Context: an optimization exercise on an open-source flow, tuned for small area and a short achievable clock period. The choices shown serve that exercise and are no tape-out recipe.
In this exercise RTL edits were held to simulation tests only and were not proved equivalent to the original.
Power figures rest on the tool's default switching activity, not on a simulated workload.

## normal_reorder_buffer
module normal_reorder_buffer #(
  parameter int WIDTH    = 16,
  parameter int Q_BITS   = 8,
  parameter int TAG_BITS = 5
) (
  input  logic                  clk,
  input  logic                  reset,
  input  logic                  alloc_req,
  output logic                  alloc_gnt,
  output logic [TAG_BITS-1:0]   alloc_tag,
  input  logic                  wr_valid,
  input  logic [TAG_BITS-1:0]   wr_tag,
  input  logic [3*WIDTH-1:0]    wr_data,    
  output logic                  out_valid,
  input  logic                  out_ready,
  output logic [3*WIDTH-1:0]    out_data,   
  output logic [TAG_BITS-1:0]   out_tag,
  output logic [TAG_BITS:0]     count,
  output logic                  full,
  output logic                  err
);
For scale: ~3500 cells after synthesis, roughly 1700 flip-flops, about 130 I/O pins.
==> module normal_reorder_buffer, before the edit <==
module normal_reorder_buffer #(
  parameter int WIDTH    = 16,
  parameter int Q_BITS   = 8,
  parameter int TAG_BITS = 5
) (
  input  logic                  clk,
  input  logic                  reset,
  input  logic                  alloc_req,
  output logic                  alloc_gnt,
  output logic [TAG_BITS-1:0]   alloc_tag,
  input  logic                  wr_valid,
  input  logic [TAG_BITS-1:0]   wr_tag,
  input  logic [3*WIDTH-1:0]    wr_data,    
  output logic                  out_valid,
  input  logic                  out_ready,
  output logic [3*WIDTH-1:0]    out_data,   
  output logic [TAG_BITS-1:0]   out_tag,
  output logic [TAG_BITS:0]     count,
  output logic                  full,
  output logic                  err
);
  localparam int DEPTH = 1 << TAG_BITS;
  localparam int CW    = TAG_BITS + 1;
  localparam int DW    = 3 * WIDTH;
  logic [TAG_BITS-1:0] head_q, tail_q;
  logic [DEPTH-1:0]    sel1_q;          
  logic [CW-1:0]       cnt_q;
  logic [DEPTH-1:0]    done_q;
  logic [DEPTH-1:0]    pend_q;          
  logic                err_q;
  logic [DW-1:0]       mem [DEPTH];
  logic                ov_q;
  logic [DW-1:0]       od_q;
  logic [TAG_BITS-1:0] ot_q;
  logic [TAG_BITS-1:0] head_p1;
  logic                wr_ok, gnt, retire;
  logic [DEPTH-1:0]    head_oh, hp1, wr_dec, tail_dec, done_n, sel1_n;
  logic                nxt_done, pw0, pw1, pw, hold, valid_n;
  logic [DW-1:0]       rd1, data_n;
  assign wr_ok    = wr_valid & pend_q[wr_tag];
  assign gnt      = alloc_req & ~cnt_q[CW-1] & ~reset;
  assign retire   = ov_q & out_ready;
  assign head_p1  = head_q + 1'b1;
  always_comb begin
    for (int i = 0; i < DEPTH; i++) begin
      hp1[i]     = (head_p1 == TAG_BITS'(i));
      head_oh[i] = (head_q == TAG_BITS'(i));
      wr_dec[i]  = (wr_tag == TAG_BITS'(i));
      tail_dec[i] = (tail_q == TAG_BITS'(i));
    end
  end
  assign nxt_done = |sel1_q;
  always_comb begin
    rd1 = '0;
    for (int i = 0; i < DEPTH; i++)
      rd1 = rd1 | ({DW{sel1_q[i]}} & mem[i]);
  end
  assign pw0 = wr_ok & (wr_tag == head_q);
  assign pw1 = wr_ok & (wr_tag == head_p1);
  assign hold    = ov_q & ~out_ready;
  assign pw      = retire ? pw1 : pw0;
  assign valid_n = retire ? (nxt_done | pw1) : (ov_q | pw0);
  assign data_n  = ({DW{retire}} & rd1) | ({DW{hold}} & od_q) | ({DW{pw}} & wr_data);
  assign alloc_gnt = gnt;
  assign alloc_tag = tail_q;
  assign out_valid = ov_q;
  assign out_data  = od_q;
  assign out_tag   = ot_q;
  assign count     = cnt_q;
  assign full      = cnt_q[CW-1];
  assign err       = err_q;
  always_ff @(posedge clk or posedge reset) begin
    if (reset) begin
      head_q <= '0;
      tail_q <= '0;
      cnt_q  <= '0;
      err_q  <= 1'b0;
      ov_q   <= 1'b0;
      od_q   <= '0;
      ot_q   <= '0;
    end else begin
      if (gnt) tail_q <= tail_q + 1'b1;
      if (retire) head_q <= head_p1;
      cnt_q <= cnt_q + CW'(gnt) - CW'(retire);
      err_q <= wr_valid & ~wr_ok;
      ov_q  <= valid_n;
      od_q  <= data_n;
      ot_q  <= valid_n ? (retire ? head_p1 : head_q) : '0;
    end
  end
  always_comb begin
    for (int i = 0; i < DEPTH; i++) begin
      done_n[i] = pend_q[i] ? (wr_valid & wr_dec[i]) : (done_q[i] & ~(retire & head_oh[i]));
      sel1_n[i] = done_n[i] & (retire ? hp1[(i + DEPTH - 1) % DEPTH] : hp1[i]);
    end
  end
  always_ff @(posedge clk or posedge reset) begin
    if (reset) begin
      done_q <= '0;
      pend_q <= '0;
      sel1_q <= '0;
    end else begin
      done_q <= done_n;
      sel1_q <= sel1_n;
      for (int i = 0; i < DEPTH; i++) begin
        if (pend_q[i]) begin
          if (wr_valid && wr_dec[i]) pend_q[i] <= 1'b0;
        end else if (!done_q[i]) begin
          if (gnt && tail_dec[i]) pend_q[i] <= 1'b1;
        end
      end
    end
  end
  always_ff @(posedge clk) begin
    for (int i = 0; i < DEPTH; i++)
      if (wr_valid && wr_dec[i] && !done_q[i]) mem[i] <= wr_data;
  end
endmodule
clock: 4.5 ns
lec_check: 0
cap_margin: 20
core_margin: 2
core_utilization: 65
cts_cluster_diameter: 70
cts_cluster_size: 24
setup_slack_margin: 2.4
slew_margin: 20
run.sh (not shown) runs the stock make flow with config.mk's settings and CLKGATE_MAP_FILE= SYNTH_SCRIPT=/design/flow/synth_recipe.tcl, a recipe that flattens the netlist after the stock synthesis.
Rerun with:
--- a/flow/design.v
+++ b/flow/design.v
@@ -28,13 +28,12 @@
   logic [DEPTH-1:0]    done_q;
   logic [DEPTH-1:0]    pend_q;          
   logic                err_q;
   logic [DW-1:0]       mem [DEPTH];
   logic                ov_q;
   logic [DW-1:0]       od_q;
-  logic [TAG_BITS-1:0] ot_q;
   logic [TAG_BITS-1:0] head_p1;
   logic                wr_ok, gnt, retire;
   logic [DEPTH-1:0]    head_oh, hp1, wr_dec, tail_dec, done_n, sel1_n;
   logic                nxt_done, pw0, pw1, pw, hold, valid_n;
   logic [DW-1:0]       rd1, data_n;
   assign wr_ok    = wr_valid & pend_q[wr_tag];
@@ -62,33 +61,31 @@
   assign valid_n = retire ? (nxt_done | pw1) : (ov_q | pw0);
   assign data_n  = ({DW{retire}} & rd1) | ({DW{hold}} & od_q) | ({DW{pw}} & wr_data);
   assign alloc_gnt = gnt;
   assign alloc_tag = tail_q;
   assign out_valid = ov_q;
   assign out_data  = od_q;
-  assign out_tag   = ot_q;
+  assign out_tag   = ov_q ? head_q : '0;
   assign count     = cnt_q;
   assign full      = cnt_q[CW-1];
   assign err       = err_q;
   always_ff @(posedge clk or posedge reset) begin
     if (reset) begin
       head_q <= '0;
       tail_q <= '0;
       cnt_q  <= '0;
       err_q  <= 1'b0;
       ov_q   <= 1'b0;
       od_q   <= '0;
-      ot_q   <= '0;
     end else begin
       if (gnt) tail_q <= tail_q + 1'b1;
       if (retire) head_q <= head_p1;
       cnt_q <= cnt_q + CW'(gnt) - CW'(retire);
       err_q <= wr_valid & ~wr_ok;
       ov_q  <= valid_n;
       od_q  <= data_n;
-      ot_q  <= valid_n ? (retire ? head_p1 : head_q) : '0;
     end
   end
   always_comb begin
     for (int i = 0; i < DEPTH; i++) begin
       done_n[i] = pend_q[i] ? (wr_valid & wr_dec[i]) : (done_q[i] & ~(retire & head_oh[i]));
       sel1_n[i] = done_n[i] & (retire ? hp1[(i + DEPTH - 1) % DEPTH] : hp1[i]);
- first-iteration DRC count fell by about 4%
- total power rose by 3.3%
- worst hold slack improves by 73 ps
- combinational power rose by about 20%
- die area hardly moves
- setup slack improves by 79 ps
- via count is about the same
- wire length rose by about 0.43%
- count of clock-buffer cells in the layout rose by 4

==> re-timing with driven ports <==
No port has a modelled driver above. Below, the same layouts with a new extraction and two added sets of constraints. Step 1 assumes that a clkbuf_16 drives the clock port and a buf_2 every other input. Step 2 adds t to the input delays and takes it off the output delays; t is the mean of the earliest and latest rising clock arrival at the registers after step 1. Input paths then give back, and output paths get back, about the clock's delay inside the block. Slacks: ideal / step 1 / step 2; pairs: ideal / step 1.
| run | t, ns | setup slack, ns | clock arrival spread, ns | slew at the worst register clock pin (ns) | cell pins on the clock port's net |
|---|---|---|---|---|---|
| the first run | 0.768 | 1.909 / 1.909 / 1.291 | 0.044 / 0.043 | 0.10 / 0.10 | 1 |
| the second run | 0.770 | 1.988 / 1.923 / 1.287 | 0.057 / 0.056 | 0.10 / 0.10 | 1 |
After both steps every run listed still meets setup and hold. The setup slack of the second run, which loses most, moves by -0.065 ns with the drivers and by -0.701 ns with both steps.
